This design comes from an exercise in tuning for small area, a short achievable clock period and few clock cycles per item on the open sky130 flow, not from production work. Only simulation tests tie the RTL to the original design; equivalence was not proved. No activity file was given, so power comes from the tool's default toggle rates.

[flow/design.v]
package brl_pkg;
   localparam int COORD_BITS_DEFAULT  = 12;
   localparam int QUEUE_DEPTH_DEFAULT = 2;
   localparam int CFG_ADDR_BITS = 4;
   localparam int CFG_DATA_BITS = 32;
   localparam int OFFSET_BITS   = 12;
   localparam int STRIDE_BITS   = 16;
   localparam int CHAN_BITS     = 8;
   localparam int COLOR_BITS    = 3 * CHAN_BITS;
   localparam int ADDR_BITS     = 32;
   localparam int WORD_BITS     = 32;
   localparam int HALF_BITS     = WORD_BITS / 2;
   localparam int RED_SHIFT_565   = 11;
   localparam int GREEN_SHIFT_565 = 5;
   localparam int SHIFT_BGRX32 = 2;
   localparam int SHIFT_RGB565 = 1;
   typedef enum logic [1:0] {
      REG_X_OFFSET    = 2'd0,
      REG_Y_OFFSET    = 2'd1,
      REG_LINE_STRIDE = 2'd2,
      REG_PIXEL_MODE  = 2'd3
   } reg_index_type;
   typedef enum logic {
      MODE_BGRX32 = 1'b0,
      MODE_RGB565 = 1'b1
   } pixel_mode_type;
   typedef enum logic {
      KIND_LOAD = 1'b0,
      KIND_STEP = 1'b1
   } item_kind_type;
   typedef struct packed {
      logic [OFFSET_BITS-1:0] x_offset;
      logic [OFFSET_BITS-1:0] y_offset;
      logic [STRIDE_BITS-1:0] line_stride;
      pixel_mode_type         pixel_mode;
   } cfg_type;
   function automatic int entry_bits(input int coord_bits);
      entry_bits = 5 * coord_bits + COLOR_BITS + 3;
   endfunction
   function automatic int req_data_bits(input int coord_bits);
      req_data_bits = ((4 * coord_bits + COLOR_BITS + 7) / 8) * 8;
   endfunction
   function automatic int rsp_data_bits(input int coord_bits);
      rsp_data_bits = ((2 * coord_bits + ADDR_BITS + WORD_BITS + 7) / 8) * 8;
   endfunction
endpackage
module brl_front #(
   parameter int COORD_BITS = brl_pkg::COORD_BITS_DEFAULT
) (
   input  logic [brl_pkg::req_data_bits(COORD_BITS)-1:0]  req_tdata,
   output logic [COORD_BITS-1:0]                          xs, ys, xe, ye,
   output logic [COORD_BITS-1:0]                          adx, ady,
   output logic                                           xn, yn,
   output logic [brl_pkg::COLOR_BITS-1:0]                 color,
   input  logic [COORD_BITS-1:0]                          r_xs, r_ys, r_xe, r_ye,
   input  logic [COORD_BITS-1:0]                          r_adx, r_ady,
   input  logic                                           r_xn, r_yn,
   output logic [COORD_BITS-1:0]                          adx_full, ady_full,
   output logic                                           steep,
   output logic                                           swap,
   output logic                                           minor_down,
   output logic [COORD_BITS-1:0]                          px0,
   output logic [COORD_BITS-1:0]                          py0,
   output logic [COORD_BITS-1:0]                          dmaj,
   output logic [COORD_BITS-1:0]                          dmin,
   output logic [COORD_BITS:0]                            dq
);
   localparam int C  = COORD_BITS;
   localparam int CB = brl_pkg::CHAN_BITS;
   logic [C:0] dx, dy, diff;
   assign xs    = req_tdata[C-1:0];
   assign ys    = req_tdata[2*C-1:C];
   assign xe    = req_tdata[3*C-1:2*C];
   assign ye    = req_tdata[4*C-1:3*C];
   assign color = {req_tdata[4*C+CB-1:4*C], req_tdata[4*C+2*CB-1:4*C+CB],
                   req_tdata[4*C+3*CB-1:4*C+2*CB]};
   always_comb begin
      dx  = {1'b0, xe} - {1'b0, xs};
      dy  = {1'b0, ye} - {1'b0, ys};
      xn  = dx[C];
      yn  = dy[C];
      adx = dx[C-1:0] ^ {C{xn}};
      ady = dy[C-1:0] ^ {C{yn}};
   end
   always_comb begin
      adx_full = r_adx + C'(r_xn);
      ady_full = r_ady + C'(r_yn);
      diff  = {1'b0, r_ady} + ~{1'b0, r_adx} + (C+1)'(r_yn) + (C+1)'(!r_xn);
      steep = !diff[C];
      swap  = steep ? r_yn : r_xn;
      px0   = swap ? r_xe : r_xs;
      py0   = swap ? r_ye : r_ys;
      minor_down = r_xn ^ r_yn;
      dmaj  = steep ? ady_full : adx_full;
      dmin  = steep ? adx_full : ady_full;
      dq    = steep ? ~diff : diff;
   end
endmodule
module brl_mac (
   input  logic [14:0] a,
   input  logic [14:0] x,
   input  logic [6:0] d1,
   input  logic [6:0] d2,
   input  logic [6:0] d3,
   input  logic [15:0] m,
   input  logic [17:0] m3,
   output logic [31:0] s0,
   output logic [31:0] s1
);
   wire d0_1 = d1[0];
   wire d0_2 = d2[0];
   wire d0_3 = d3[0];
   wire p0_0 = (d0_1 & m[0]) | (d0_3 & m3[0]);
   wire p0_1 = (d0_1 & m[1]) | (d0_2 & m[0]) | (d0_3 & m3[1]);
   wire p0_2 = (d0_1 & m[2]) | (d0_2 & m[1]) | (d0_3 & m3[2]);
   wire p0_3 = (d0_1 & m[3]) | (d0_2 & m[2]) | (d0_3 & m3[3]);
   wire p0_4 = (d0_1 & m[4]) | (d0_2 & m[3]) | (d0_3 & m3[4]);
   wire p0_5 = (d0_1 & m[5]) | (d0_2 & m[4]) | (d0_3 & m3[5]);
   wire p0_6 = (d0_1 & m[6]) | (d0_2 & m[5]) | (d0_3 & m3[6]);
   wire p0_7 = (d0_1 & m[7]) | (d0_2 & m[6]) | (d0_3 & m3[7]);
   wire p0_8 = (d0_1 & m[8]) | (d0_2 & m[7]) | (d0_3 & m3[8]);
   wire p0_9 = (d0_1 & m[9]) | (d0_2 & m[8]) | (d0_3 & m3[9]);
   wire p0_10 = (d0_1 & m[10]) | (d0_2 & m[9]) | (d0_3 & m3[10]);
   wire p0_11 = (d0_1 & m[11]) | (d0_2 & m[10]) | (d0_3 & m3[11]);
   wire p0_12 = (d0_1 & m[12]) | (d0_2 & m[11]) | (d0_3 & m3[12]);
   wire p0_13 = (d0_1 & m[13]) | (d0_2 & m[12]) | (d0_3 & m3[13]);
   wire p0_14 = (d0_1 & m[14]) | (d0_2 & m[13]) | (d0_3 & m3[14]);
   wire p0_15 = (d0_1 & m[15]) | (d0_2 & m[14]) | (d0_3 & m3[15]);
   wire p0_16 = (d0_2 & m[15]) | (d0_3 & m3[16]);
   wire p0_17 = (d0_3 & m3[17]);
   wire d1_1 = d1[1];
   wire d1_2 = d2[1];
   wire d1_3 = d3[1];
   wire p1_0 = (d1_1 & m[0]) | (d1_3 & m3[0]);
   wire p1_1 = (d1_1 & m[1]) | (d1_2 & m[0]) | (d1_3 & m3[1]);
   wire p1_2 = (d1_1 & m[2]) | (d1_2 & m[1]) | (d1_3 & m3[2]);
   wire p1_3 = (d1_1 & m[3]) | (d1_2 & m[2]) | (d1_3 & m3[3]);
   wire p1_4 = (d1_1 & m[4]) | (d1_2 & m[3]) | (d1_3 & m3[4]);
   wire p1_5 = (d1_1 & m[5]) | (d1_2 & m[4]) | (d1_3 & m3[5]);
   wire p1_6 = (d1_1 & m[6]) | (d1_2 & m[5]) | (d1_3 & m3[6]);
   wire p1_7 = (d1_1 & m[7]) | (d1_2 & m[6]) | (d1_3 & m3[7]);
   wire p1_8 = (d1_1 & m[8]) | (d1_2 & m[7]) | (d1_3 & m3[8]);
   wire p1_9 = (d1_1 & m[9]) | (d1_2 & m[8]) | (d1_3 & m3[9]);
   wire p1_10 = (d1_1 & m[10]) | (d1_2 & m[9]) | (d1_3 & m3[10]);
   wire p1_11 = (d1_1 & m[11]) | (d1_2 & m[10]) | (d1_3 & m3[11]);
   wire p1_12 = (d1_1 & m[12]) | (d1_2 & m[11]) | (d1_3 & m3[12]);
   wire p1_13 = (d1_1 & m[13]) | (d1_2 & m[12]) | (d1_3 & m3[13]);
   wire p1_14 = (d1_1 & m[14]) | (d1_2 & m[13]) | (d1_3 & m3[14]);
   wire p1_15 = (d1_1 & m[15]) | (d1_2 & m[14]) | (d1_3 & m3[15]);
   wire p1_16 = (d1_2 & m[15]) | (d1_3 & m3[16]);
   wire p1_17 = (d1_3 & m3[17]);
   wire d2_1 = d1[2];
   wire d2_2 = d2[2];
   wire d2_3 = d3[2];
   wire p2_0 = (d2_1 & m[0]) | (d2_3 & m3[0]);
   wire p2_1 = (d2_1 & m[1]) | (d2_2 & m[0]) | (d2_3 & m3[1]);
   wire p2_2 = (d2_1 & m[2]) | (d2_2 & m[1]) | (d2_3 & m3[2]);
   wire p2_3 = (d2_1 & m[3]) | (d2_2 & m[2]) | (d2_3 & m3[3]);
   wire p2_4 = (d2_1 & m[4]) | (d2_2 & m[3]) | (d2_3 & m3[4]);
   wire p2_5 = (d2_1 & m[5]) | (d2_2 & m[4]) | (d2_3 & m3[5]);
   wire p2_6 = (d2_1 & m[6]) | (d2_2 & m[5]) | (d2_3 & m3[6]);
   wire p2_7 = (d2_1 & m[7]) | (d2_2 & m[6]) | (d2_3 & m3[7]);
   wire p2_8 = (d2_1 & m[8]) | (d2_2 & m[7]) | (d2_3 & m3[8]);
   wire p2_9 = (d2_1 & m[9]) | (d2_2 & m[8]) | (d2_3 & m3[9]);
   wire p2_10 = (d2_1 & m[10]) | (d2_2 & m[9]) | (d2_3 & m3[10]);
   wire p2_11 = (d2_1 & m[11]) | (d2_2 & m[10]) | (d2_3 & m3[11]);
   wire p2_12 = (d2_1 & m[12]) | (d2_2 & m[11]) | (d2_3 & m3[12]);
   wire p2_13 = (d2_1 & m[13]) | (d2_2 & m[12]) | (d2_3 & m3[13]);
   wire p2_14 = (d2_1 & m[14]) | (d2_2 & m[13]) | (d2_3 & m3[14]);
   wire p2_15 = (d2_1 & m[15]) | (d2_2 & m[14]) | (d2_3 & m3[15]);
   wire p2_16 = (d2_2 & m[15]) | (d2_3 & m3[16]);
   wire p2_17 = (d2_3 & m3[17]);
   wire d3_1 = d1[3];
   wire d3_2 = d2[3];
   wire d3_3 = d3[3];
   wire p3_0 = (d3_1 & m[0]) | (d3_3 & m3[0]);
   wire p3_1 = (d3_1 & m[1]) | (d3_2 & m[0]) | (d3_3 & m3[1]);
   wire p3_2 = (d3_1 & m[2]) | (d3_2 & m[1]) | (d3_3 & m3[2]);
   wire p3_3 = (d3_1 & m[3]) | (d3_2 & m[2]) | (d3_3 & m3[3]);
   wire p3_4 = (d3_1 & m[4]) | (d3_2 & m[3]) | (d3_3 & m3[4]);
   wire p3_5 = (d3_1 & m[5]) | (d3_2 & m[4]) | (d3_3 & m3[5]);
   wire p3_6 = (d3_1 & m[6]) | (d3_2 & m[5]) | (d3_3 & m3[6]);
   wire p3_7 = (d3_1 & m[7]) | (d3_2 & m[6]) | (d3_3 & m3[7]);
   wire p3_8 = (d3_1 & m[8]) | (d3_2 & m[7]) | (d3_3 & m3[8]);
   wire p3_9 = (d3_1 & m[9]) | (d3_2 & m[8]) | (d3_3 & m3[9]);
   wire p3_10 = (d3_1 & m[10]) | (d3_2 & m[9]) | (d3_3 & m3[10]);
   wire p3_11 = (d3_1 & m[11]) | (d3_2 & m[10]) | (d3_3 & m3[11]);
   wire p3_12 = (d3_1 & m[12]) | (d3_2 & m[11]) | (d3_3 & m3[12]);
   wire p3_13 = (d3_1 & m[13]) | (d3_2 & m[12]) | (d3_3 & m3[13]);
   wire p3_14 = (d3_1 & m[14]) | (d3_2 & m[13]) | (d3_3 & m3[14]);
   wire p3_15 = (d3_1 & m[15]) | (d3_2 & m[14]) | (d3_3 & m3[15]);
   wire p3_16 = (d3_2 & m[15]) | (d3_3 & m3[16]);
   wire p3_17 = (d3_3 & m3[17]);
   wire d4_1 = d1[4];
   wire d4_2 = d2[4];
   wire d4_3 = d3[4];
   wire p4_0 = (d4_1 & m[0]) | (d4_3 & m3[0]);
   wire p4_1 = (d4_1 & m[1]) | (d4_2 & m[0]) | (d4_3 & m3[1]);
   wire p4_2 = (d4_1 & m[2]) | (d4_2 & m[1]) | (d4_3 & m3[2]);
   wire p4_3 = (d4_1 & m[3]) | (d4_2 & m[2]) | (d4_3 & m3[3]);
   wire p4_4 = (d4_1 & m[4]) | (d4_2 & m[3]) | (d4_3 & m3[4]);
   wire p4_5 = (d4_1 & m[5]) | (d4_2 & m[4]) | (d4_3 & m3[5]);
   wire p4_6 = (d4_1 & m[6]) | (d4_2 & m[5]) | (d4_3 & m3[6]);
   wire p4_7 = (d4_1 & m[7]) | (d4_2 & m[6]) | (d4_3 & m3[7]);
   wire p4_8 = (d4_1 & m[8]) | (d4_2 & m[7]) | (d4_3 & m3[8]);
   wire p4_9 = (d4_1 & m[9]) | (d4_2 & m[8]) | (d4_3 & m3[9]);
   wire p4_10 = (d4_1 & m[10]) | (d4_2 & m[9]) | (d4_3 & m3[10]);
   wire p4_11 = (d4_1 & m[11]) | (d4_2 & m[10]) | (d4_3 & m3[11]);
   wire p4_12 = (d4_1 & m[12]) | (d4_2 & m[11]) | (d4_3 & m3[12]);
   wire p4_13 = (d4_1 & m[13]) | (d4_2 & m[12]) | (d4_3 & m3[13]);
   wire p4_14 = (d4_1 & m[14]) | (d4_2 & m[13]) | (d4_3 & m3[14]);
   wire p4_15 = (d4_1 & m[15]) | (d4_2 & m[14]) | (d4_3 & m3[15]);
   wire p4_16 = (d4_2 & m[15]) | (d4_3 & m3[16]);
   wire p4_17 = (d4_3 & m3[17]);
   wire d5_1 = d1[5];
   wire d5_2 = d2[5];
   wire d5_3 = d3[5];
   wire p5_0 = (d5_1 & m[0]) | (d5_3 & m3[0]);
   wire p5_1 = (d5_1 & m[1]) | (d5_2 & m[0]) | (d5_3 & m3[1]);
   wire p5_2 = (d5_1 & m[2]) | (d5_2 & m[1]) | (d5_3 & m3[2]);
   wire p5_3 = (d5_1 & m[3]) | (d5_2 & m[2]) | (d5_3 & m3[3]);
   wire p5_4 = (d5_1 & m[4]) | (d5_2 & m[3]) | (d5_3 & m3[4]);
   wire p5_5 = (d5_1 & m[5]) | (d5_2 & m[4]) | (d5_3 & m3[5]);
   wire p5_6 = (d5_1 & m[6]) | (d5_2 & m[5]) | (d5_3 & m3[6]);
   wire p5_7 = (d5_1 & m[7]) | (d5_2 & m[6]) | (d5_3 & m3[7]);
   wire p5_8 = (d5_1 & m[8]) | (d5_2 & m[7]) | (d5_3 & m3[8]);
   wire p5_9 = (d5_1 & m[9]) | (d5_2 & m[8]) | (d5_3 & m3[9]);
   wire p5_10 = (d5_1 & m[10]) | (d5_2 & m[9]) | (d5_3 & m3[10]);
   wire p5_11 = (d5_1 & m[11]) | (d5_2 & m[10]) | (d5_3 & m3[11]);
   wire p5_12 = (d5_1 & m[12]) | (d5_2 & m[11]) | (d5_3 & m3[12]);
   wire p5_13 = (d5_1 & m[13]) | (d5_2 & m[12]) | (d5_3 & m3[13]);
   wire p5_14 = (d5_1 & m[14]) | (d5_2 & m[13]) | (d5_3 & m3[14]);
   wire p5_15 = (d5_1 & m[15]) | (d5_2 & m[14]) | (d5_3 & m3[15]);
   wire p5_16 = (d5_2 & m[15]) | (d5_3 & m3[16]);
   wire p5_17 = (d5_3 & m3[17]);
   wire d6_1 = d1[6];
   wire d6_2 = d2[6];
   wire d6_3 = d3[6];
   wire p6_0 = (d6_1 & m[0]);
   wire p6_1 = (d6_1 & m[1]) | (d6_2 & m[0]);
   wire p6_2 = (d6_1 & m[2]) | (d6_2 & m[1]);
   wire p6_3 = (d6_1 & m[3]) | (d6_2 & m[2]);
   wire p6_4 = (d6_1 & m[4]) | (d6_2 & m[3]);
   wire p6_5 = (d6_1 & m[5]) | (d6_2 & m[4]);
   wire p6_6 = (d6_1 & m[6]) | (d6_2 & m[5]);
   wire p6_7 = (d6_1 & m[7]) | (d6_2 & m[6]);
   wire p6_8 = (d6_1 & m[8]) | (d6_2 & m[7]);
   wire p6_9 = (d6_1 & m[9]) | (d6_2 & m[8]);
   wire p6_10 = (d6_1 & m[10]) | (d6_2 & m[9]);
   wire p6_11 = (d6_1 & m[11]) | (d6_2 & m[10]);
   wire p6_12 = (d6_1 & m[12]) | (d6_2 & m[11]);
   wire p6_13 = (d6_1 & m[13]) | (d6_2 & m[12]);
   wire p6_14 = (d6_1 & m[14]) | (d6_2 & m[13]);
   wire p6_15 = (d6_1 & m[15]) | (d6_2 & m[14]);
   wire hs0 = p0_8 ^ p1_6;
   wire hc0 = p0_8 & p1_6;
   wire fs1 = p0_9 ^ p1_7 ^ p2_5;
   wire fc1 = (p0_9 & p1_7) | (p0_9 & p2_5) | (p1_7 & p2_5);
   wire fs2 = p0_10 ^ p1_8 ^ p2_6;
   wire fc2 = (p0_10 & p1_8) | (p0_10 & p2_6) | (p1_8 & p2_6);
   wire hs3 = p3_4 ^ p4_2;
   wire hc3 = p3_4 & p4_2;
   wire fs4 = p0_11 ^ p1_9 ^ p2_7;
   wire fc4 = (p0_11 & p1_9) | (p0_11 & p2_7) | (p1_9 & p2_7);
   wire fs5 = p3_5 ^ p4_3 ^ p5_1;
   wire fc5 = (p3_5 & p4_3) | (p3_5 & p5_1) | (p4_3 & p5_1);
   wire fs6 = p0_12 ^ p1_10 ^ p2_8;
   wire fc6 = (p0_12 & p1_10) | (p0_12 & p2_8) | (p1_10 & p2_8);
   wire fs7 = p3_6 ^ p4_4 ^ p5_2;
   wire fc7 = (p3_6 & p4_4) | (p3_6 & p5_2) | (p4_4 & p5_2);
   wire hs8 = p6_0 ^ a[12];
   wire hc8 = p6_0 & a[12];
   wire fs9 = p0_13 ^ p1_11 ^ p2_9;
   wire fc9 = (p0_13 & p1_11) | (p0_13 & p2_9) | (p1_11 & p2_9);
   wire fs10 = p3_7 ^ p4_5 ^ p5_3;
   wire fc10 = (p3_7 & p4_5) | (p3_7 & p5_3) | (p4_5 & p5_3);
   wire fs11 = p6_1 ^ a[13] ^ x[13];
   wire fc11 = (p6_1 & a[13]) | (p6_1 & x[13]) | (a[13] & x[13]);
   wire fs12 = p0_14 ^ p1_12 ^ p2_10;
   wire fc12 = (p0_14 & p1_12) | (p0_14 & p2_10) | (p1_12 & p2_10);
   wire fs13 = p3_8 ^ p4_6 ^ p5_4;
   wire fc13 = (p3_8 & p4_6) | (p3_8 & p5_4) | (p4_6 & p5_4);
   wire fs14 = p6_2 ^ a[14] ^ x[14];
   wire fc14 = (p6_2 & a[14]) | (p6_2 & x[14]) | (a[14] & x[14]);
   wire fs15 = p0_15 ^ p1_13 ^ p2_11;
   wire fc15 = (p0_15 & p1_13) | (p0_15 & p2_11) | (p1_13 & p2_11);
   wire fs16 = p3_9 ^ p4_7 ^ p5_5;
   wire fc16 = (p3_9 & p4_7) | (p3_9 & p5_5) | (p4_7 & p5_5);
   wire fs17 = p0_16 ^ p1_14 ^ p2_12;
   wire fc17 = (p0_16 & p1_14) | (p0_16 & p2_12) | (p1_14 & p2_12);
   wire hs18 = p3_10 ^ p4_8;
   wire hc18 = p3_10 & p4_8;
   wire fs19 = p0_17 ^ p1_15 ^ p2_13;
   wire fc19 = (p0_17 & p1_15) | (p0_17 & p2_13) | (p1_15 & p2_13);
   wire hs20 = p3_11 ^ p4_9;
   wire hc20 = p3_11 & p4_9;
   wire fs21 = p1_16 ^ p2_14 ^ p3_12;
   wire fc21 = (p1_16 & p2_14) | (p1_16 & p3_12) | (p2_14 & p3_12);
   wire hs22 = p1_17 ^ p2_15;
   wire hc22 = p1_17 & p2_15;
   wire hs23 = p0_4 ^ p1_2;
   wire hc23 = p0_4 & p1_2;
   wire fs24 = p0_5 ^ p1_3 ^ p2_1;
   wire fc24 = (p0_5 & p1_3) | (p0_5 & p2_1) | (p1_3 & p2_1);
   wire fs25 = p0_6 ^ p1_4 ^ p2_2;
   wire fc25 = (p0_6 & p1_4) | (p0_6 & p2_2) | (p1_4 & p2_2);
   wire hs26 = p3_0 ^ a[6];
   wire hc26 = p3_0 & a[6];
   wire fs27 = p0_7 ^ p1_5 ^ p2_3;
   wire fc27 = (p0_7 & p1_5) | (p0_7 & p2_3) | (p1_5 & p2_3);
   wire fs28 = p3_1 ^ a[7] ^ x[7];
   wire fc28 = (p3_1 & a[7]) | (p3_1 & x[7]) | (a[7] & x[7]);
   wire fs29 = p2_4 ^ p3_2 ^ p4_0;
   wire fc29 = (p2_4 & p3_2) | (p2_4 & p4_0) | (p3_2 & p4_0);
   wire fs30 = a[8] ^ x[8] ^ hs0;
   wire fc30 = (a[8] & x[8]) | (a[8] & hs0) | (x[8] & hs0);
   wire fs31 = p3_3 ^ p4_1 ^ a[9];
   wire fc31 = (p3_3 & p4_1) | (p3_3 & a[9]) | (p4_1 & a[9]);
   wire fs32 = x[9] ^ fs1 ^ hc0;
   wire fc32 = (x[9] & fs1) | (x[9] & hc0) | (fs1 & hc0);
   wire fs33 = p5_0 ^ a[10] ^ x[10];
   wire fc33 = (p5_0 & a[10]) | (p5_0 & x[10]) | (a[10] & x[10]);
   wire fs34 = fs2 ^ hs3 ^ fc1;
   wire fc34 = (fs2 & hs3) | (fs2 & fc1) | (hs3 & fc1);
   wire fs35 = a[11] ^ x[11] ^ fs4;
   wire fc35 = (a[11] & x[11]) | (a[11] & fs4) | (x[11] & fs4);
   wire fs36 = fs5 ^ fc2 ^ hc3;
   wire fc36 = (fs5 & fc2) | (fs5 & hc3) | (fc2 & hc3);
   wire fs37 = x[12] ^ fs6 ^ fs7;
   wire fc37 = (x[12] & fs6) | (x[12] & fs7) | (fs6 & fs7);
   wire fs38 = hs8 ^ fc4 ^ fc5;
   wire fc38 = (hs8 & fc4) | (hs8 & fc5) | (fc4 & fc5);
   wire fs39 = fs9 ^ fs10 ^ fs11;
   wire fc39 = (fs9 & fs10) | (fs9 & fs11) | (fs10 & fs11);
   wire fs40 = fc6 ^ fc7 ^ hc8;
   wire fc40 = (fc6 & fc7) | (fc6 & hc8) | (fc7 & hc8);
   wire fs41 = fs12 ^ fs13 ^ fs14;
   wire fc41 = (fs12 & fs13) | (fs12 & fs14) | (fs13 & fs14);
   wire fs42 = fc9 ^ fc10 ^ fc11;
   wire fc42 = (fc9 & fc10) | (fc9 & fc11) | (fc10 & fc11);
   wire fs43 = p6_3 ^ fs15 ^ fs16;
   wire fc43 = (p6_3 & fs15) | (p6_3 & fs16) | (fs15 & fs16);
   wire fs44 = fc12 ^ fc13 ^ fc14;
   wire fc44 = (fc12 & fc13) | (fc12 & fc14) | (fc13 & fc14);
   wire fs45 = p5_6 ^ p6_4 ^ fs17;
   wire fc45 = (p5_6 & p6_4) | (p5_6 & fs17) | (p6_4 & fs17);
   wire fs46 = hs18 ^ fc15 ^ fc16;
   wire fc46 = (hs18 & fc15) | (hs18 & fc16) | (fc15 & fc16);
   wire fs47 = p5_7 ^ p6_5 ^ fs19;
   wire fc47 = (p5_7 & p6_5) | (p5_7 & fs19) | (p6_5 & fs19);
   wire fs48 = hs20 ^ fc17 ^ hc18;
   wire fc48 = (hs20 & fc17) | (hs20 & hc18) | (fc17 & hc18);
   wire fs49 = p4_10 ^ p5_8 ^ p6_6;
   wire fc49 = (p4_10 & p5_8) | (p4_10 & p6_6) | (p5_8 & p6_6);
   wire fs50 = fs21 ^ fc19 ^ hc20;
   wire fc50 = (fs21 & fc19) | (fs21 & hc20) | (fc19 & hc20);
   wire fs51 = p3_13 ^ p4_11 ^ p5_9;
   wire fc51 = (p3_13 & p4_11) | (p3_13 & p5_9) | (p4_11 & p5_9);
   wire fs52 = p6_7 ^ hs22 ^ fc21;
   wire fc52 = (p6_7 & hs22) | (p6_7 & fc21) | (hs22 & fc21);
   wire fs53 = p2_16 ^ p3_14 ^ p4_12;
   wire fc53 = (p2_16 & p3_14) | (p2_16 & p4_12) | (p3_14 & p4_12);
   wire fs54 = p5_10 ^ p6_8 ^ hc22;
   wire fc54 = (p5_10 & p6_8) | (p5_10 & hc22) | (p6_8 & hc22);
   wire fs55 = p2_17 ^ p3_15 ^ p4_13;
   wire fc55 = (p2_17 & p3_15) | (p2_17 & p4_13) | (p3_15 & p4_13);
   wire hs56 = p5_11 ^ p6_9;
   wire hc56 = p5_11 & p6_9;
   wire fs57 = p3_16 ^ p4_14 ^ p5_12;
   wire fc57 = (p3_16 & p4_14) | (p3_16 & p5_12) | (p4_14 & p5_12);
   wire hs58 = p3_17 ^ p4_15;
   wire hc58 = p3_17 & p4_15;
   wire hs59 = p0_2 ^ p1_0;
   wire hc59 = p0_2 & p1_0;
   wire fs60 = p0_3 ^ p1_1 ^ a[3];
   wire fc60 = (p0_3 & p1_1) | (p0_3 & a[3]) | (p1_1 & a[3]);
   wire fs61 = p2_0 ^ a[4] ^ x[4];
   wire fc61 = (p2_0 & a[4]) | (p2_0 & x[4]) | (a[4] & x[4]);
   wire fs62 = a[5] ^ x[5] ^ fs24;
   wire fc62 = (a[5] & x[5]) | (a[5] & fs24) | (x[5] & fs24);
   wire fs63 = x[6] ^ fs25 ^ hs26;
   wire fc63 = (x[6] & fs25) | (x[6] & hs26) | (fs25 & hs26);
   wire fs64 = fs27 ^ fs28 ^ fc25;
   wire fc64 = (fs27 & fs28) | (fs27 & fc25) | (fs28 & fc25);
   wire fs65 = fs29 ^ fs30 ^ fc27;
   wire fc65 = (fs29 & fs30) | (fs29 & fc27) | (fs30 & fc27);
   wire fs66 = fs31 ^ fs32 ^ fc29;
   wire fc66 = (fs31 & fs32) | (fs31 & fc29) | (fs32 & fc29);
   wire fs67 = fs33 ^ fs34 ^ fc31;
   wire fc67 = (fs33 & fs34) | (fs33 & fc31) | (fs34 & fc31);
   wire fs68 = fs35 ^ fs36 ^ fc33;
   wire fc68 = (fs35 & fs36) | (fs35 & fc33) | (fs36 & fc33);
   wire fs69 = fs37 ^ fs38 ^ fc35;
   wire fc69 = (fs37 & fs38) | (fs37 & fc35) | (fs38 & fc35);
   wire fs70 = fs39 ^ fs40 ^ fc37;
   wire fc70 = (fs39 & fs40) | (fs39 & fc37) | (fs40 & fc37);
   wire fs71 = fs41 ^ fs42 ^ fc39;
   wire fc71 = (fs41 & fs42) | (fs41 & fc39) | (fs42 & fc39);
   wire fs72 = fs43 ^ fs44 ^ fc41;
   wire fc72 = (fs43 & fs44) | (fs43 & fc41) | (fs44 & fc41);
   wire fs73 = fs45 ^ fs46 ^ fc43;
   wire fc73 = (fs45 & fs46) | (fs45 & fc43) | (fs46 & fc43);
   wire fs74 = fs47 ^ fs48 ^ fc45;
   wire fc74 = (fs47 & fs48) | (fs47 & fc45) | (fs48 & fc45);
   wire fs75 = fs49 ^ fs50 ^ fc47;
   wire fc75 = (fs49 & fs50) | (fs49 & fc47) | (fs50 & fc47);
   wire fs76 = fs51 ^ fs52 ^ fc49;
   wire fc76 = (fs51 & fs52) | (fs51 & fc49) | (fs52 & fc49);
   wire fs77 = fs53 ^ fs54 ^ fc51;
   wire fc77 = (fs53 & fs54) | (fs53 & fc51) | (fs54 & fc51);
   wire fs78 = fs55 ^ hs56 ^ fc53;
   wire fc78 = (fs55 & hs56) | (fs55 & fc53) | (hs56 & fc53);
   wire fs79 = p6_10 ^ fs57 ^ fc55;
   wire fc79 = (p6_10 & fs57) | (p6_10 & fc55) | (fs57 & fc55);
   wire fs80 = p5_13 ^ p6_11 ^ hs58;
   wire fc80 = (p5_13 & p6_11) | (p5_13 & hs58) | (p6_11 & hs58);
   wire fs81 = p4_16 ^ p5_14 ^ p6_12;
   wire fc81 = (p4_16 & p5_14) | (p4_16 & p6_12) | (p5_14 & p6_12);
   wire hs82 = p4_17 ^ p5_15;
   wire hc82 = p4_17 & p5_15;
   wire hs83 = p0_0 ^ a[0];
   wire hc83 = p0_0 & a[0];
   wire fs84 = p0_1 ^ a[1] ^ x[1];
   wire fc84 = (p0_1 & a[1]) | (p0_1 & x[1]) | (a[1] & x[1]);
   wire fs85 = a[2] ^ x[2] ^ hs59;
   wire fc85 = (a[2] & x[2]) | (a[2] & hs59) | (x[2] & hs59);
   wire fs86 = x[3] ^ fs60 ^ hc59;
   wire fc86 = (x[3] & fs60) | (x[3] & hc59) | (fs60 & hc59);
   wire fs87 = hs23 ^ fs61 ^ fc60;
   wire fc87 = (hs23 & fs61) | (hs23 & fc60) | (fs61 & fc60);
   wire fs88 = hc23 ^ fs62 ^ fc61;
   wire fc88 = (hc23 & fs62) | (hc23 & fc61) | (fs62 & fc61);
   wire fs89 = fc24 ^ fs63 ^ fc62;
   wire fc89 = (fc24 & fs63) | (fc24 & fc62) | (fs63 & fc62);
   wire fs90 = hc26 ^ fs64 ^ fc63;
   wire fc90 = (hc26 & fs64) | (hc26 & fc63) | (fs64 & fc63);
   wire fs91 = fc28 ^ fs65 ^ fc64;
   wire fc91 = (fc28 & fs65) | (fc28 & fc64) | (fs65 & fc64);
   wire fs92 = fc30 ^ fs66 ^ fc65;
   wire fc92 = (fc30 & fs66) | (fc30 & fc65) | (fs66 & fc65);
   wire fs93 = fc32 ^ fs67 ^ fc66;
   wire fc93 = (fc32 & fs67) | (fc32 & fc66) | (fs67 & fc66);
   wire fs94 = fc34 ^ fs68 ^ fc67;
   wire fc94 = (fc34 & fs68) | (fc34 & fc67) | (fs68 & fc67);
   wire fs95 = fc36 ^ fs69 ^ fc68;
   wire fc95 = (fc36 & fs69) | (fc36 & fc68) | (fs69 & fc68);
   wire fs96 = fc38 ^ fs70 ^ fc69;
   wire fc96 = (fc38 & fs70) | (fc38 & fc69) | (fs70 & fc69);
   wire fs97 = fc40 ^ fs71 ^ fc70;
   wire fc97 = (fc40 & fs71) | (fc40 & fc70) | (fs71 & fc70);
   wire fs98 = fc42 ^ fs72 ^ fc71;
   wire fc98 = (fc42 & fs72) | (fc42 & fc71) | (fs72 & fc71);
   wire fs99 = fc44 ^ fs73 ^ fc72;
   wire fc99 = (fc44 & fs73) | (fc44 & fc72) | (fs73 & fc72);
   wire fs100 = fc46 ^ fs74 ^ fc73;
   wire fc100 = (fc46 & fs74) | (fc46 & fc73) | (fs74 & fc73);
   wire fs101 = fc48 ^ fs75 ^ fc74;
   wire fc101 = (fc48 & fs75) | (fc48 & fc74) | (fs75 & fc74);
   wire fs102 = fc50 ^ fs76 ^ fc75;
   wire fc102 = (fc50 & fs76) | (fc50 & fc75) | (fs76 & fc75);
   wire fs103 = fc52 ^ fs77 ^ fc76;
   wire fc103 = (fc52 & fs77) | (fc52 & fc76) | (fs77 & fc76);
   wire fs104 = fc54 ^ fs78 ^ fc77;
   wire fc104 = (fc54 & fs78) | (fc54 & fc77) | (fs78 & fc77);
   wire fs105 = hc56 ^ fs79 ^ fc78;
   wire fc105 = (hc56 & fs79) | (hc56 & fc78) | (fs79 & fc78);
   wire fs106 = fc57 ^ fs80 ^ fc79;
   wire fc106 = (fc57 & fs80) | (fc57 & fc79) | (fs80 & fc79);
   wire fs107 = hc58 ^ fs81 ^ fc80;
   wire fc107 = (hc58 & fs81) | (hc58 & fc80) | (fs81 & fc80);
   wire fs108 = p6_13 ^ hs82 ^ fc81;
   wire fc108 = (p6_13 & hs82) | (p6_13 & fc81) | (hs82 & fc81);
   wire fs109 = p5_16 ^ p6_14 ^ hc82;
   wire fc109 = (p5_16 & p6_14) | (p5_16 & hc82) | (p6_14 & hc82);
   wire hs110 = p5_17 ^ p6_15;
   wire hc110 = p5_17 & p6_15;
   assign s0 = {1'b0, 1'b0, 1'b0, hc110, hs110, fs109, fs108, fs107, fs106, fs105, fs104, fs103, fs102, fs101, fs100, fs99, fs98, fs97, fs96, fs95, fs94, fs93, fs92, fs91, fs90, fs89, fs88, fs87, fs86, fs85, fs84, x[0]};
   assign s1 = {1'b0, 1'b0, 1'b0, 1'b0, fc109, fc108, fc107, fc106, fc105, fc104, fc103, fc102, fc101, fc100, fc99, fc98, fc97, fc96, fc95, fc94, fc93, fc92, fc91, fc90, fc89, fc88, fc87, fc86, fc85, fc84, hc83, hs83};
endmodule
module brl_mac_digits (
   input  logic [12:0] y,
   output logic [6:0] d1,
   output logic [6:0] d2,
   output logic [6:0] d3
);
   assign d1[0] = y[0] & ~y[1];
   assign d2[0] = ~y[0] & y[1];
   assign d3[0] = y[0] & y[1];
   assign d1[1] = y[2] & ~y[3];
   assign d2[1] = ~y[2] & y[3];
   assign d3[1] = y[2] & y[3];
   assign d1[2] = y[4] & ~y[5];
   assign d2[2] = ~y[4] & y[5];
   assign d3[2] = y[4] & y[5];
   assign d1[3] = y[6] & ~y[7];
   assign d2[3] = ~y[6] & y[7];
   assign d3[3] = y[6] & y[7];
   assign d1[4] = y[8] & ~y[9];
   assign d2[4] = ~y[8] & y[9];
   assign d3[4] = y[8] & y[9];
   assign d1[5] = y[10] & ~y[11];
   assign d2[5] = ~y[10] & y[11];
   assign d3[5] = y[10] & y[11];
   assign d1[6] = y[12] & ~1'b0;
   assign d2[6] = ~y[12] & 1'b0;
   assign d3[6] = y[12] & 1'b0;
endmodule
module brl_back #(
   parameter int COORD_BITS = brl_pkg::COORD_BITS_DEFAULT
) (
   input  logic                                           clock,
   input  logic                                           reset,
   input  brl_pkg::cfg_type                               cfg,
   input  logic [brl_pkg::STRIDE_BITS+1:0]                stride3,
   input  logic                                           req_tvalid,
   output logic                                           req_tready,
   input  logic [brl_pkg::req_data_bits(COORD_BITS)-1:0]  req_tdata,
   input  logic                                           req_tuser,
   output logic                                           rsp_tvalid,
   input  logic                                           rsp_tready,
   output logic [brl_pkg::rsp_data_bits(COORD_BITS)-1:0]  rsp_tdata,
   output logic                                           rsp_tlast
);
   localparam int C  = COORD_BITS;
   localparam int AB = brl_pkg::ADDR_BITS;
   localparam int WB = brl_pkg::WORD_BITS;
   localparam int HB = brl_pkg::HALF_BITS;
   localparam int CB = brl_pkg::CHAN_BITS;
   localparam int RSP_BITS = brl_pkg::rsp_data_bits(COORD_BITS);
   logic active_ff;      
   logic last_ff;        
   logic out_valid_ff;   
   logic setup1_ff;      
   logic setup2_ff;      
   logic setup3_ff;      
   logic                           steep_ff, down_ff;
   logic [C-1:0]                   px_ff, py_ff, rem_ff, dmin_ff;
   logic [C:0]                     dq_ff, g_ff;
   logic [brl_pkg::COLOR_BITS-1:0] color_ff;
   logic [AB-1:0]                  addr_ff;
   logic [AB-1:0]                  mac1_ff;
   logic [6:0]                     dig1_ff, dig2_ff, dig3_ff, dig1, dig2, dig3;
   logic [C-1:0]                   f_xs, f_ys, f_xe, f_ye, f_adx, f_ady;
   logic [C-1:0]                   f_adx_full, f_ady_full;
   logic                           f_xn, f_yn, f_steep, f_swap, f_down;
   logic [C-1:0]                   f_px, f_py, f_dmaj, f_dmin;
   logic [C:0]                     f_dq;
   logic [brl_pkg::COLOR_BITS-1:0] f_color;
   brl_front #(
      .COORD_BITS (COORD_BITS)
   ) u_front (
      .req_tdata  (req_tdata),
      .xs         (f_xs),
      .ys         (f_ys),
      .xe         (f_xe),
      .ye         (f_ye),
      .adx        (f_adx),
      .ady        (f_ady),
      .xn         (f_xn),
      .yn         (f_yn),
      .color      (f_color),
      .r_xs       (px_ff),
      .r_ys       (py_ff),
      .r_xe       (rem_ff),
      .r_ye       (dmin_ff),
      .r_adx      (dq_ff[C-1:0]),
      .r_ady      (g_ff[C-1:0]),
      .r_xn       (steep_ff),
      .r_yn       (down_ff),
      .adx_full   (f_adx_full),
      .ady_full   (f_ady_full),
      .steep      (f_steep),
      .swap       (f_swap),
      .minor_down (f_down),
      .px0        (f_px),
      .py0        (f_py),
      .dmaj       (f_dmaj),
      .dmin       (f_dmin),
      .dq         (f_dq)
   );
   logic            deliver, accept, load, step, open_now, cond;
   logic [C:0]      g_op, g_keep, g_move, g_next, y_sum, ys_sum, ye_sum;
   logic [C-1:0]    px_delta, py_delta;
   logic [AB-1:0]   x_part, mac0, mac1, bsel, csel, step_b, step_c, step_s, step_k;
   logic [AB-1:0]   addr_step;
   logic [C+2:0]    x_off;
   logic [2:0]      s_pix;
   logic [CB-1:0]   red, green, blue;
   logic [HB-1:0]   word565;
   logic [WB-1:0]   word;
   assign deliver    = out_valid_ff && rsp_tready;
   assign req_tready = !setup1_ff && !setup2_ff && (!out_valid_ff || rsp_tready);
   assign accept     = req_tvalid && req_tready;
   assign load       = accept && brl_pkg::item_kind_type'(req_tuser) == brl_pkg::KIND_LOAD;
   assign step       = accept && brl_pkg::item_kind_type'(req_tuser) == brl_pkg::KIND_STEP;
   assign open_now   = deliver ? !last_ff : active_ff;
   assign cond       = !g_ff[C] && !setup2_ff;
   always_comb begin
      ys_sum = (C+1)'(py_ff) + (C+1)'(cfg.y_offset);
      ye_sum = (C+1)'(dmin_ff) + (C+1)'(cfg.y_offset);
      y_sum  = (ye_sum & {(C+1){f_swap}}) | (ys_sum & {(C+1){!f_swap}});
      case (cfg.pixel_mode)
         brl_pkg::MODE_RGB565: begin
            x_part = AB'(f_px) << brl_pkg::SHIFT_RGB565;
            x_off  = (C+3)'(cfg.x_offset) << brl_pkg::SHIFT_RGB565;
         end
         default: begin
            x_part = AB'(f_px) << brl_pkg::SHIFT_BGRX32;
            x_off  = (C+3)'(cfg.x_offset) << brl_pkg::SHIFT_BGRX32;
         end
      endcase
      g_op   = setup2_ff ? ~{2'b00, rem_ff[C-1:1]} : g_ff;
      g_keep = g_op + {1'b0, dmin_ff};
      g_move = g_ff + dq_ff + (C+1)'(steep_ff);
      g_next = (g_move & {(C+1){cond}}) | (g_keep & {(C+1){!cond}});
      s_pix = cfg.pixel_mode ? 3'd2 : 3'd4;
      if (steep_ff) begin
         bsel = AB'(cfg.line_stride);
         csel = !cond ? '0 : down_ff ? -(AB'(s_pix)) : AB'(s_pix);
      end else begin
         bsel = !cond ? '0 : down_ff ? ~(AB'(cfg.line_stride)) : AB'(cfg.line_stride);
         csel = AB'(s_pix) + AB'(cond && down_ff);
      end
   end
   always_comb begin
      px_delta = C'(1);
      py_delta = C'(1);
      if (steep_ff) px_delta = !cond ? '0 : down_ff ? '1 : C'(1);
      else          py_delta = !cond ? '0 : down_ff ? '1 : C'(1);
   end
   brl_mac_digits u_digits (
      .y  (y_sum),
      .d1 (dig1),
      .d2 (dig2),
      .d3 (dig3)
   );
   brl_mac u_mac (
      .a  (addr_ff[C+2:0]),
      .x  (x_off),
      .d1 (dig1_ff),
      .d2 (dig2_ff),
      .d3 (dig3_ff),
      .m  (cfg.line_stride),
      .m3 (stride3),
      .s0 (mac0),
      .s1 (mac1)
   );
   always_comb begin
      step_b    = setup3_ff ? mac1_ff : bsel;
      step_c    = setup3_ff ? '0 : csel;
      step_s    = addr_ff ^ step_b ^ step_c;
      step_k    = ((addr_ff & step_b) | (addr_ff & step_c) | (step_b & step_c)) << 1;
      addr_step = step_s + step_k;
   end
   always_ff @(posedge clock) begin
      mac1_ff <= mac1;
      dig1_ff <= dig1;
      dig2_ff <= dig2;
      dig3_ff <= dig3;
   end
   always_ff @(posedge clock) begin
      if (reset) begin
         active_ff    <= 1'b0;
         out_valid_ff <= 1'b0;
         setup1_ff    <= 1'b0;
         setup2_ff    <= 1'b0;
         setup3_ff    <= 1'b0;
      end else begin
         setup1_ff <= load;
         setup2_ff <= setup1_ff && !load;
         setup3_ff <= setup2_ff && !load;
         if (load) begin
            active_ff    <= 1'b0;
            out_valid_ff <= 1'b0;
         end else if (setup1_ff) begin
            active_ff    <= f_dmaj != '0;
         end else begin
            if (deliver) active_ff <= !last_ff;
            if (step) out_valid_ff <= open_now;
            else if (deliver) out_valid_ff <= 1'b0;
         end
      end
   end
   always_ff @(posedge clock) begin
      if (load) begin
         px_ff    <= f_xs;
         py_ff    <= f_ys;
         rem_ff   <= f_xe;
         dmin_ff  <= f_ye;
         dq_ff    <= {1'b0, f_adx};
         g_ff     <= {1'b0, f_ady};
         steep_ff <= f_xn;
         down_ff  <= f_yn;
         color_ff <= f_color;
         last_ff  <= 1'b0;
      end else if (setup1_ff) begin
         last_ff  <= f_steep ? f_ady_full == C'(1) : f_adx_full == C'(1);
         steep_ff <= f_steep;
         down_ff  <= f_down;
         px_ff    <= f_px;
         py_ff    <= f_py;
         rem_ff   <= f_dmaj;
         dmin_ff  <= f_dmin;
         dq_ff    <= f_dq;
         addr_ff  <= x_part;
      end else if (setup2_ff) begin
         g_ff     <= g_next;
         addr_ff  <= mac0;
      end else if (setup3_ff) begin
         addr_ff  <= addr_step;
      end else if (deliver) begin
         px_ff    <= px_ff + px_delta;
         py_ff    <= py_ff + py_delta;
         g_ff     <= g_next;
         rem_ff   <= rem_ff - C'(1);
         last_ff  <= rem_ff == C'(2);
         addr_ff  <= addr_step;
      end
   end
   always_comb begin
      red   = color_ff[3*CB-1:2*CB];
      green = color_ff[2*CB-1:CB];
      blue  = color_ff[CB-1:0];
      word565 = (HB'(red) << brl_pkg::RED_SHIFT_565) |
                (HB'(green) << brl_pkg::GREEN_SHIFT_565) | HB'(blue);
      case (cfg.pixel_mode)
         brl_pkg::MODE_RGB565: word = WB'(word565);
         default:              word = WB'(color_ff);
      endcase
   end
   assign rsp_tvalid = out_valid_ff;
   assign rsp_tlast  = last_ff;
   assign rsp_tdata  = RSP_BITS'({word, addr_ff, py_ff, px_ff});
endmodule
module bresenham_line_rasterizer #(
   parameter int COORD_BITS  = brl_pkg::COORD_BITS_DEFAULT,
   parameter int QUEUE_DEPTH = brl_pkg::QUEUE_DEPTH_DEFAULT
) (
   input  logic                                           clock,
   input  logic                                           reset,
   input  logic                                           req_tvalid,
   output logic                                           req_tready,
   input  logic [brl_pkg::req_data_bits(COORD_BITS)-1:0]  req_tdata,
   input  logic                                           req_tuser,
   output logic                                           rsp_tvalid,
   input  logic                                           rsp_tready,
   output logic [brl_pkg::rsp_data_bits(COORD_BITS)-1:0]  rsp_tdata,
   output logic                                           rsp_tlast,
   input  logic                                           csr_psel,
   input  logic                                           csr_penable,
   input  logic                                           csr_pwrite,
   input  logic [brl_pkg::CFG_ADDR_BITS-1:0]              csr_paddr,
   input  logic [brl_pkg::CFG_DATA_BITS-1:0]              csr_pwdata,
   output logic [brl_pkg::CFG_DATA_BITS-1:0]              csr_prdata,
   output logic                                           csr_pready
);
   localparam int DB = brl_pkg::CFG_DATA_BITS;
   brl_pkg::cfg_type       cfg_ff, cfg_in;
   brl_pkg::reg_index_type csr_index;
   logic                   csr_write;
   logic [brl_pkg::STRIDE_BITS+1:0] stride3_ff;
   localparam int RB = brl_pkg::STRIDE_BITS;
   logic [RB-1:0]          prdata_ff, prdata_in;
   assign csr_pready = 1'b1;
   assign csr_index  = brl_pkg::reg_index_type'(csr_paddr[brl_pkg::CFG_ADDR_BITS-1:2]);
   assign csr_write  = csr_psel && csr_penable && csr_pwrite && csr_pready;
   always_comb begin
      cfg_in = cfg_ff;
      if (csr_write) begin
         case (csr_index)
            brl_pkg::REG_X_OFFSET:
               cfg_in.x_offset = csr_pwdata[brl_pkg::OFFSET_BITS-1:0];
            brl_pkg::REG_Y_OFFSET:
               cfg_in.y_offset = csr_pwdata[brl_pkg::OFFSET_BITS-1:0];
            brl_pkg::REG_LINE_STRIDE:
               cfg_in.line_stride = csr_pwdata[brl_pkg::STRIDE_BITS-1:0];
            brl_pkg::REG_PIXEL_MODE:
               cfg_in.pixel_mode = brl_pkg::pixel_mode_type'(csr_pwdata[0]);
            default: cfg_in = cfg_ff;
         endcase
      end
   end
   always_comb begin
      case (csr_index)
         brl_pkg::REG_X_OFFSET:    prdata_in = RB'(cfg_ff.x_offset);
         brl_pkg::REG_Y_OFFSET:    prdata_in = RB'(cfg_ff.y_offset);
         brl_pkg::REG_LINE_STRIDE: prdata_in = RB'(cfg_ff.line_stride);
         brl_pkg::REG_PIXEL_MODE:  prdata_in = RB'(cfg_ff.pixel_mode);
         default:                  prdata_in = '0;
      endcase
   end
   always_ff @(posedge clock) begin
      if (reset) begin
         prdata_ff <= '0;
      end else begin
         prdata_ff <= prdata_in;
      end
   end
   assign csr_prdata = DB'(prdata_ff);
   always_ff @(posedge clock) begin
      if (reset) begin
         cfg_ff     <= '0;
         stride3_ff <= '0;
      end else begin
         cfg_ff     <= cfg_in;
         stride3_ff <= (brl_pkg::STRIDE_BITS+2)'(cfg_ff.line_stride) +
                       (brl_pkg::STRIDE_BITS+2)'({cfg_ff.line_stride, 1'b0});
      end
   end
   brl_back #(
      .COORD_BITS (COORD_BITS)
   ) u_back (
      .clock      (clock),
      .reset      (reset),
      .cfg        (cfg_ff),
      .stride3    (stride3_ff),
      .req_tvalid (req_tvalid),
      .req_tready (req_tready),
      .req_tdata  (req_tdata),
      .req_tuser  (req_tuser),
      .rsp_tvalid (rsp_tvalid),
      .rsp_tready (rsp_tready),
      .rsp_tdata  (rsp_tdata),
      .rsp_tlast  (rsp_tlast)
   );
endmodule
[flow/flow/run.sh]
#!/bin/bash
# Layout flow: the standard flow (standard.sh, unchanged synthesis and
# layout steps), with the port buffers made from the small buffer
# sky130_fd_sc_hd__buf_1 instead of the flow's default delay buffer; the
# resizer still upsizes any port buffer that timing needs.
set -e
cp standard.sh standard_sh_copy.log
export BUFFER_PORTS_ARGS="-buffer_cell sky130_fd_sc_hd__buf_1"
bash standard.sh > standard.log 2>&1
[flow/standard.sh]
#!/bin/bash
# synth_recipe.tcl (not shown) runs the flow's synth.tcl, then flattens the netlist and writes it again
# the make line also repeats each setting of config.mk as NAME=value (left out here)
make -C /OpenROAD-flow-scripts/flow DESIGN_CONFIG=/design/flow/config.mk WORK_HOME=/design/flow/orfs CLKGATE_MAP_FILE= SYNTH_SCRIPT=/design/flow/synth_recipe.tcl "${@:-finish}"
[flow/config.mk]
export PLATFORM = sky130hd
export DESIGN_NAME = bresenham_line_rasterizer
export DESIGN_NICKNAME = bresenham_line_rasterizer
export VERILOG_FILES = /design/flow/design.v
export SDC_FILE = /design/flow/constraint.sdc
export NUM_CORES = 4
export LEC_CHECK = 0
export CAP_MARGIN = 20
export CORE_MARGIN = 2
export CORE_UTILIZATION = 55
export SETUP_SLACK_MARGIN = 3.6
export SLEW_MARGIN = 20
export TNS_END_PERCENT = 0
[flow/constraint.sdc]
create_clock -name core_clock -period 7.5 [get_ports {clock}]
set_input_delay 1.5000 -clock core_clock [delete_from_list [all_inputs] [get_ports {clock}]]
set_output_delay 1.5000 -clock core_clock [all_outputs]
set_load 0.01 [all_outputs]
==> results.json, run 1 <==
{
  "vias": 21490,
  "insertion_delay_ps": 600,
  "synth_ff_type": "edfxtp_1",
  "synthesis.yosys.warnings": 3,
  "synth-simple-area-share_pct": 14.0,
  "crit_required_ps": 7840,
  "worstHoldPathType": "flip-flop to flip-flop",
  "start_util_pct": 56.0,
  "critPathMaxFanout": 8,
  "cts_tree": "done",
  "final_common_cell": "inv_1",
  "relSlewSlack_pct": 40.1,
  "die_area_mm2": 0.0456,
  "grt_pass1_wl_um": 117000,
  "fin_crit_sh_pct": 53.0,
  "vias_per_cell": 6.12,
  "start_kind": "flip-flop",
  "drcViolationCount": 0,
  "skew_ps": 14.0,
  "synth_area_leader_cell": "edfxtp_1",
  "die-height_um": 214,
  "clk_pin_slew_ps": 60,
  "syn_to_final_growth_pct": 12.4,
  "boundaryPins": 240,
  "cp_num_buf_inv": 1,
  "core_mm2": 0.0432,
  "path_cells": "or2_4 > nand2_8 > nand2b_4 > o21ai_2 > ha_1 > xor2_1 > ha_1 > o21ai_2 > o211ai_1 > nand4_1 > nand2_2 > a41o_1 > a211oi_2 > buf_4 > and3_1 > a211o_1",
  "synth_fa_ha_area_share_pct": 20.3,
  "yosys.area.top_type_share_pct": 16.2,
  "slew_violations": 0,
  "synth-seq-area-share_pct": 26.9,
  "async_flop_share_pct": 0,
  "outcome": "complete, no violations",
  "internal_power_uw": 6290,
  "cp-end-kind": "flip-flop",
  "seq_power_share_pct": 22.6,
  "cp_top_family": "compound AO/OA/AOI/OAI gates",
  "track_usage_pct": 33.0,
  "power.leakage_uw": 0.0119,
  "max-vdd-ir-drop_uv": 482,
  "hold_violations": 0,
  "synth_seq_cells": 260,
  "slowest_delay_ps": 390,
  "p_sw_share_pct": 46.7,
  "layout-drive-gt1-share_pct": 8.98,
  "cap_viol_max_count": 0,
  "postCtsHoldBufs": 0,
  "grt_max_degree": 82,
  "cts_sinks": 260,
  "finalWirelength_um": 76500,
  "antenna_found_initial": 0,
  "period_needed_ps": 3980,
  "first_iter_violations": 2348,
  "synthTopCellsByArea": "edfxtp_1 16%, ha_1 11%, dfxtp_1 11%",
  "synthXorXnorAreaFrac_pct": 7.93,
  "drtAntennaViolNets": 0,
  "routabilityCongestion": 0.933,
  "synth.avg_cell_area_um2": 8.78,
  "post-route-util_pct": 62.9,
  "reg2reg_depth": 16,
  "fp.dieW_um": 214,
  "synth-edff-count": 130,
  "nets": 3345,
  "power_switching_uw": 5510,
  "grt_pass1_vias": 21063,
  "grt_overflow": 0,
  "fmax_ghz": 0.252,
  "hold_path_depth": 2,
  "mappedNetlistArea_mm2": 0.0242,
  "portBuffers": 196,
  "crit_arrival_ps": 4310,
  "yosysUniqueCellTypes": 85,
  "cts_inserted_buffers": 31,
  "criticalPathCategory": "flip-flop to flip-flop",
  "synthCells": 2753,
  "rsz0062_at_grt": "yes",
  "synth_top_family_by_area": "adder cells",
  "wire_per_inst_um": 21.8,
  "p_clk_share_pct": 13.2,
  "p_comb_share_pct": 64.2,
  "dpl.hpwl_um": 56800,
  "antenna_cells": 0,
  "crit_cells": 16,
  "muxShareOfSynthArea_pct": 3.09,
  "fin_tns_setup_ps": 0,
  "clockRootBuffer": "clkbuf_16",
  "synth_compound_area_share_pct": 20.2,
  "tightest_slew_ps": 899,
  "cp_slowest_cell": "ha_1",
  "p_per_area_mw_per_mm2": 435,
  "clockBufferDepth": 3,
  "rows": 76,
  "h-tree-depth": 1,
  "finalSetupViolations": 0,
  "final_cell_mix": "261 x inv_1, 254 x nand2_1, 207 x ha_1",
  "drt_pass1_iterations": 12
}
power groups by stage:
stage,registers [uW],logic (uW),clock network (uW)
floorplan,2310,5310,0
detailed placement,2660,6690,0
finish,2670,7570,1560
global route,2680,8350,1630
global placement,2650,6550,0
CTS,2630,7220,1570
flip-flops by register name, summed over array words and instances (netlist names), 13 cells and up:
register	flops
stride3_ff	18
u_back.addr_ff	32
u_back.mac1_ff	28
prdata_ff	16
u_back.dq_ff	13
u_back.g_ff	13
u_back.color_ff	24
cfg_ff	41
cell families (layout without fill, tap and decap cells):
kind of cell               count (synthesis)  count (layout)
and+or+nand+nor                          736             737
DFF                                      260             260
muxes                                     69              69
AOI/OAI and AO/OA                        702             702
xor gates and xnor gates                 215             216
buffers and inverters                    444             594
adders and majority gates                325             325
other                                      2              25
synthesized netlist by cell type, types with 17 or more instances:
cell type / instances
nand2_1: 257
and2_1: 37
dfxtp_1: 130
a222oi_1: 92
inv_1: 264
xor2_1: 70
xnor2_1: 143
buf_4: 30
fa_1: 112
a211oi_1: 33
nor3_1: 60
o21ai_0: 139
o21a_1: 21
nor2_1: 202
clkbuf_1: 130
mux2_2: 17
o21bai_1: 20
a21o_1: 51
nand3_1: 29
a22oi_1: 29
ha_1: 213
nand2b_1: 30
edfxtp_1: 130
mux2i_1: 48
a21oi_1: 175
nor2b_1: 44
through the flow:
| stage | worst slack [ps] | power, uW | area, um2 | hold slack [ps] | cells |
|---|---|---|---|---|---|
| floorplan | 3360 | 7620 | 24300 | 454 | 2776 |
| global placement | 2210 | 9210 | 25200 | 486 | 3410 |
| detailed placement | 2170 | 9350 | 25200 | 492 | 3411 |
| CTS | 3510 | 11400 | 26800 | 501 | 3503 |
| global route | 3390 | 12700 | 27200 | 519 | 3513 |
| finish | 3520 | 11800 | 27200 | 502 | 3513 |
worst register-to-register path, cell delays in order (launching register included):
cell      delay (ps)
dfxtp_1          350
or2_4            330
nand2_8          120
nand2b_4         120
o21ai_2          190
ha_1             280
xor2_1           180
ha_1             390
o21ai_2          100
o211ai_1         310
nand4_1          240
nand2_2          140
a41o_1           280
a211oi_2         130
buf_4            150
and3_1           170
a211o_1          240
per-layer routing:
layer  global-route usage, %  part of all wire, %
met1                    41.2                   39
met2                    57.3                   49
met3                    4.06                  6.5
met4                    15.0                  5.3
met5                       0                    0
area by class of cell:
class	count	area, um2
Clock inverter	12	96.3
Multi-Input combinational cell	2074	16400
Inverter	266	1010
Fill cell	3868	16000
Sequential cell	260	6540
Clock buffer	45	948
Timing Repair Buffer	271	1450
Tap cell	585	732
path summary, 6_finish.rpt:
check,startpoint,endpoint,slack [ps]
max,u_back.setup2_ff$_SDFF_PP0_,u_back.addr_ff[28]$_SDFFCE_PP0P_,3520
min,cfg_ff[33]$_SDFFE_PP0P_,cfg_ff[33]$_SDFFE_PP0P_,500
max reg2reg,u_back.setup2_ff$_SDFF_PP0_,u_back.addr_ff[28]$_SDFFCE_PP0P_,3520
min reg2reg,cfg_ff[33]$_SDFFE_PP0P_,cfg_ff[33]$_SDFFE_PP0P_,500
timing repair:
item,in CTS,in global routing
endpoints found under the setup margin,98,117
buffers inserted,31,10
resized for setup,83,60
gates cloned,4,0
pin swaps,20,32
Testbench counts, summed over its fixed seeds: cycles 25,957, pixels 21,307.
==> run 2, diff against run 1 <==
--- a/flow/design.v
+++ b/flow/design.v
@@ -580,10 +580,11 @@
    );
    logic            deliver, accept, load, step, open_now, cond;
+   logic            cond_ff, b_en_ff, b_neg_ff, c_en_ff, c_neg_ff;
+   logic            cond_next;
    logic [C:0]      g_op, g_keep, g_move, g_next, y_sum, ys_sum, ye_sum;
    logic [C-1:0]    px_delta, py_delta;
-   logic [AB-1:0]   x_part, mac0, mac1, bsel, csel, step_b, step_c, step_s, step_k;
+   logic [AB-1:0]   x_part, xs_part, xe_part, mac0, mac1, bsel, csel, step_b, step_c, step_s, step_k;
    logic [AB-1:0]   addr_step;
    logic [C+2:0]    x_off;
-   logic [2:0]      s_pix;
    logic [CB-1:0]   red, green, blue;
    logic [HB-1:0]   word565;
@@ -595,5 +596,5 @@
    assign step       = accept && brl_pkg::item_kind_type'(req_tuser) == brl_pkg::KIND_STEP;
    assign open_now   = deliver ? !last_ff : active_ff;
-   assign cond       = !g_ff[C] && !setup2_ff;
+   assign cond       = cond_ff && !setup2_ff;
    always_comb begin
       ys_sum = (C+1)'(py_ff) + (C+1)'(cfg.y_offset);
@@ -602,30 +603,31 @@
       case (cfg.pixel_mode)
          brl_pkg::MODE_RGB565: begin
-            x_part = AB'(f_px) << brl_pkg::SHIFT_RGB565;
-            x_off  = (C+3)'(cfg.x_offset) << brl_pkg::SHIFT_RGB565;
+            xs_part = AB'(px_ff) << brl_pkg::SHIFT_RGB565;
+            xe_part = AB'(rem_ff) << brl_pkg::SHIFT_RGB565;
+            x_off   = (C+3)'(cfg.x_offset) << brl_pkg::SHIFT_RGB565;
          end
          default: begin
-            x_part = AB'(f_px) << brl_pkg::SHIFT_BGRX32;
-            x_off  = (C+3)'(cfg.x_offset) << brl_pkg::SHIFT_BGRX32;
+            xs_part = AB'(px_ff) << brl_pkg::SHIFT_BGRX32;
+            xe_part = AB'(rem_ff) << brl_pkg::SHIFT_BGRX32;
+            x_off   = (C+3)'(cfg.x_offset) << brl_pkg::SHIFT_BGRX32;
          end
       endcase
+      x_part = (xe_part & {AB{f_swap}}) | (xs_part & {AB{!f_swap}});
       g_op   = setup2_ff ? ~{2'b00, rem_ff[C-1:1]} : g_ff;
       g_keep = g_op + {1'b0, dmin_ff};
       g_move = g_ff + dq_ff + (C+1)'(steep_ff);
       g_next = (g_move & {(C+1){cond}}) | (g_keep & {(C+1){!cond}});
-      s_pix = cfg.pixel_mode ? 3'd2 : 3'd4;
-      if (steep_ff) begin
-         bsel = AB'(cfg.line_stride);
-         csel = !cond ? '0 : down_ff ? -(AB'(s_pix)) : AB'(s_pix);
-      end else begin
-         bsel = !cond ? '0 : down_ff ? ~(AB'(cfg.line_stride)) : AB'(cfg.line_stride);
-         csel = AB'(s_pix) + AB'(cond && down_ff);
-      end
+      cond_next = !g_next[C];
+      bsel = (AB'(cfg.line_stride) & {AB{b_en_ff}}) ^ {AB{b_neg_ff}};
+      csel = {{(AB-3){c_neg_ff}},
+              c_neg_ff || (!cfg.pixel_mode && c_en_ff),
+              cfg.pixel_mode && c_en_ff,
+              b_neg_ff};
    end
    always_comb begin
       px_delta = C'(1);
       py_delta = C'(1);
-      if (steep_ff) px_delta = !cond ? '0 : down_ff ? '1 : C'(1);
-      else          py_delta = !cond ? '0 : down_ff ? '1 : C'(1);
+      if (steep_ff) px_delta = !cond_ff ? '0 : down_ff ? '1 : C'(1);
+      else          py_delta = !cond_ff ? '0 : down_ff ? '1 : C'(1);
    end
    brl_mac_digits u_digits (
@@ -706,4 +708,9 @@
       end else if (setup2_ff) begin
          g_ff     <= g_next;
+         cond_ff  <= cond_next;
+         b_en_ff  <= steep_ff || cond_next;
+         b_neg_ff <= !steep_ff && down_ff && cond_next;
+         c_en_ff  <= !steep_ff || cond_next;
+         c_neg_ff <= steep_ff && down_ff && cond_next;
          addr_ff  <= mac0;
       end else if (setup3_ff) begin
@@ -713,4 +720,9 @@
          py_ff    <= py_ff + py_delta;
          g_ff     <= g_next;
+         cond_ff  <= cond_next;
+         b_en_ff  <= steep_ff || cond_next;
+         b_neg_ff <= !steep_ff && down_ff && cond_next;
+         c_en_ff  <= !steep_ff || cond_next;
+         c_neg_ff <= steep_ff && down_ff && cond_next;
          rem_ff   <= rem_ff - C'(1);
          last_ff  <= rem_ff == C'(2);
==> run 2 against run 1 <==
Against the previous run: still clean; non-clock buffer count is 9 lower; first-iteration DRC count is 6.3% higher; register-to-register slack worse by 190 ps; clock skew is 7.6 ps higher; worst hold slack worse by 27 ps; clock power is about 10% higher; sequential power is 9.4% lower; power is 28% lower; utilization is 0.20 points higher; critical path depth is 6 lower; combinational power is 42% lower.
==> results.json, run 2 <==
{
  "critPathMaxFanout": 16,
  "die-height_um": 214,
  "hold_violations": 0,
  "first_iter_violations": 2495,
  "antenna_found_initial": 0,
  "hp-start": "u_back.dq_ff[12]$_SDFFE_PP0P_",
  "dpl_worst_slack_ps": 2040,
  "power_switching_uw": 3720,
  "boundaryPins": 240,
  "synthesis.yosys.warnings": 3,
  "cp_top_family": "adder cells",
  "clockBufferDepth": 3,
  "yosysUniqueCellTypes": 76,
  "r2r_slack_ps": 3340,
  "antenna_cells": 0,
  "top_register": "cfg_ff",
  "routabilityCongestion": 0.907,
  "p_sw_share_pct": 43.5,
  "r2r_start": "u_back.dig2_ff[4]$_DFF_P_",
  "reg2reg_to": "u_back.addr_ff[11]$_DFFE_PP_",
  "vias_per_cell": 6.08,
  "nets": 3317,
  "seq_power_share_pct": 28.3,
  "synth.avg_cell_area_um2": 8.91,
  "synthTopCellsByCount": "331 x inv_1, 217 x nand2_1, 201 x a21oi_1",
  "worstHoldPathType": "flip-flop to flip-flop",
  "cp_num_buf_inv": 3,
  "grt_pass1_vias": 20507,
  "cap_viol_max_count": 0,
  "fp.dieW_um": 214,
  "finalWirelength_um": 78100,
  "min_to": "u_back.dq_ff[12]$_SDFFE_PP0P_",
  "reg2reg_depth": 10,
  "core_mm2": 0.0433,
  "wire_per_inst_um": 22.4,
  "cp_slowest_cell": "dfxtp_1",
  "grt_max_degree": 78,
  "fmax_ghz": 0.240,
  "power.leakage_uw": 0.0119,
  "final_common_cell": "inv_1",
  "grt_busiest_layer": "met2",
  "rsz0062_at_grt": "yes",
  "track_usage_pct": 33.4,
  "portBuffers": 196,
  "grt_overflow": 0,
  "use_met3_pct": 6.06,
  "layout-drive-gt1-share_pct": 8.90,
  "tightest_slew_ps": 998,
  "synth-seq-area-share_pct": 27.5,
  "outcome": "complete, no violations",
  "syn_to_final_growth_pct": 12.9,
  "synth_ff_type": "edfxtp_1",
  "crit_required_ps": 7750,
  "mappedNetlistArea_mm2": 0.0242,
  "top_regs": "cfg_ff: 41 flops, u_back.addr_ff: 32 flops, u_back.mac1_ff: 28 flops",
  "internal_power_uw": 4830,
  "yosys.area.top_type_share_pct": 16.8,
  "stdcell_count": 3484,
  "h-tree-depth": 2,
  "rows": 76,
  "synthCells": 2714,
  "globalRouteMet2Util_pct": 55.7,
  "crit_arrival_ps": 4420,
  "drt_pass1_iterations": 13,
  "dpl.hpwl_um": 57000,
  "synth-edff-count": 135,
  "slew_violations": 0,
  "hold_path_depth": 1,
  "period_needed_ps": 4160,
  "p_comb_share_pct": 51.6,
  "grt_pass1_wl_um": 117000
}
[run 2: changes by cell type in the layout (fill, tap and decap cells not counted), moves of 10 or more]
cell,previous run,this run
fa_1,110,137
a21o_1,51,40
dfxtp_2,24,8
inv_1,261,324
xnor2_1,140,124
dfxtp_1,105,115
a21oi_1,171,192
o21ai_0,121,91
mux2i_1,38,50
ha_1,207,179
buf_4,60,47
nand2_1,254,217
[run 2: cell type report]
class	instances	area [um2]	area share, %
well taps	585	732	2.68
multi-input cells	1980	16100	58.8
flip-flops and latches	265	6690	24.5
inverters	331	1250	4.57
repair buffers	262	1410	5.16
clock buffers	46	1000	3.67
clock inverters	15	159	0.582
[run 2: worst register-to-register path, delay by kind of cell (launching register included)]
family	cells	cell delay (ps)
adder cells (fa/ha/maj)	4	2090
AO/OA/AOI/OAI	3	710
flip-flops	1	910
buffers and inverters	3	160
[run 2: cells by family (layout without fill, tap and decap cells)]
kind of cell	count (synthesis)	count (layout)	synth area share (%)
muxes	84	84	3.70
xor gates and xnor gates	194	194	7.09
DFF	265	265	27.5
and+or+nand+nor	691	694	13.3
AOI/OAI and AO/OA	655	656	18.8
other	2	25	0.0311
buffers and inverters	496	654	8.29
adders and majority gates	327	327	21.3
[run 2: per-layer routing]
metal,wire (um),vias up
met4,3670,0
met5,0,-
met3,5780,226
met2,37300,930
met1,31300,10208
li1,-,9809
[run 2: worst max-delay path by stage]
| stage | startpoint | end |
|---|---|---|
| after floorplan | u_back.b_neg_ff$_DFFE_PP_ | u_back.addr_ff[24]$_SDFFCE_PP0P_ |
| after global placement | u_back.steep_ff$_DFFE_PN_ | u_back.addr_ff[12]$_DFFE_PP_ |
| after detailed placement | u_back.steep_ff$_DFFE_PN_ | u_back.addr_ff[12]$_DFFE_PP_ |
| after CTS | u_back.steep_ff$_DFFE_PN_ | u_back.addr_ff[7]$_DFFE_PP_ |
| after global routing | u_back.b_en_ff$_DFFE_PP_ | u_back.addr_ff[30]$_SDFFCE_PN0P_ |
| final | u_back.dig2_ff[4]$_DFF_P_ | u_back.addr_ff[11]$_DFFE_PP_ |
[run 2: metrics by stage]
step                      power [uW]  instance area [um2]  hold WS [ps]
final                           8550                27300           475
after CTS                       8370                26900           474
after detailed placement        6440                25200           461
after global routing            9040                27300           480
after global placement          6360                25200           454
after floorplan                 5360                24300           448
[run 2: repair_timing]
action	in CTS	in global routing
setup endpoints to repair	211	183
pin swaps	11	27
buffers inserted	24	15
gates cloned	4	3
resized for setup	71	47
[run 2: power by group through the flow]
| stage | Combinational, uW | Sequential, uW | Clock, uW |
|---|---|---|---|
| floorplan | 3260 | 2090 | 0 |
| global placement | 3950 | 2410 | 0 |
| detailed placement | 4030 | 2410 | 0 |
| CTS | 4260 | 2370 | 1740 |
| global route | 4840 | 2420 | 1780 |
| finish | 4420 | 2420 | 1720 |
Testbench counts of run 2, summed over its fixed seeds: cycles 25,957, pixels 21,307.

[separate check: timing with driven ports]
How much do the figures lean on ideal ports? The routed layouts below were timed once more, with nothing changed but the port constraints. Step 1 sets driving cells, clkbuf_16 on the clock port and buf_2 on the other inputs (assumed; they add their load-dependent delay and slew). Step 2 moves the port delays by t, midway between the first and last clock arrival at a register: inputs arrive t later, outputs are due t later. That takes back most of the time a late clock gives input paths. Slacks: ideal / step 1 / step 2; pairs: ideal / step 1.
run	t (ns)	setup WS [ns]	worst setup path at the end	clock arrival spread, ns
run 1	0.647	3.524 / 3.524 / 3.120	input to register	0.015 / 0.015
run 2	0.603	3.337 / 3.337 / 2.895	input to register	0.025 / 0.024
After both steps setup and hold are still met in every run listed. The setup slack of run 2, which loses most, moves by 0.000 ns with the drivers and by -0.442 ns with both steps.
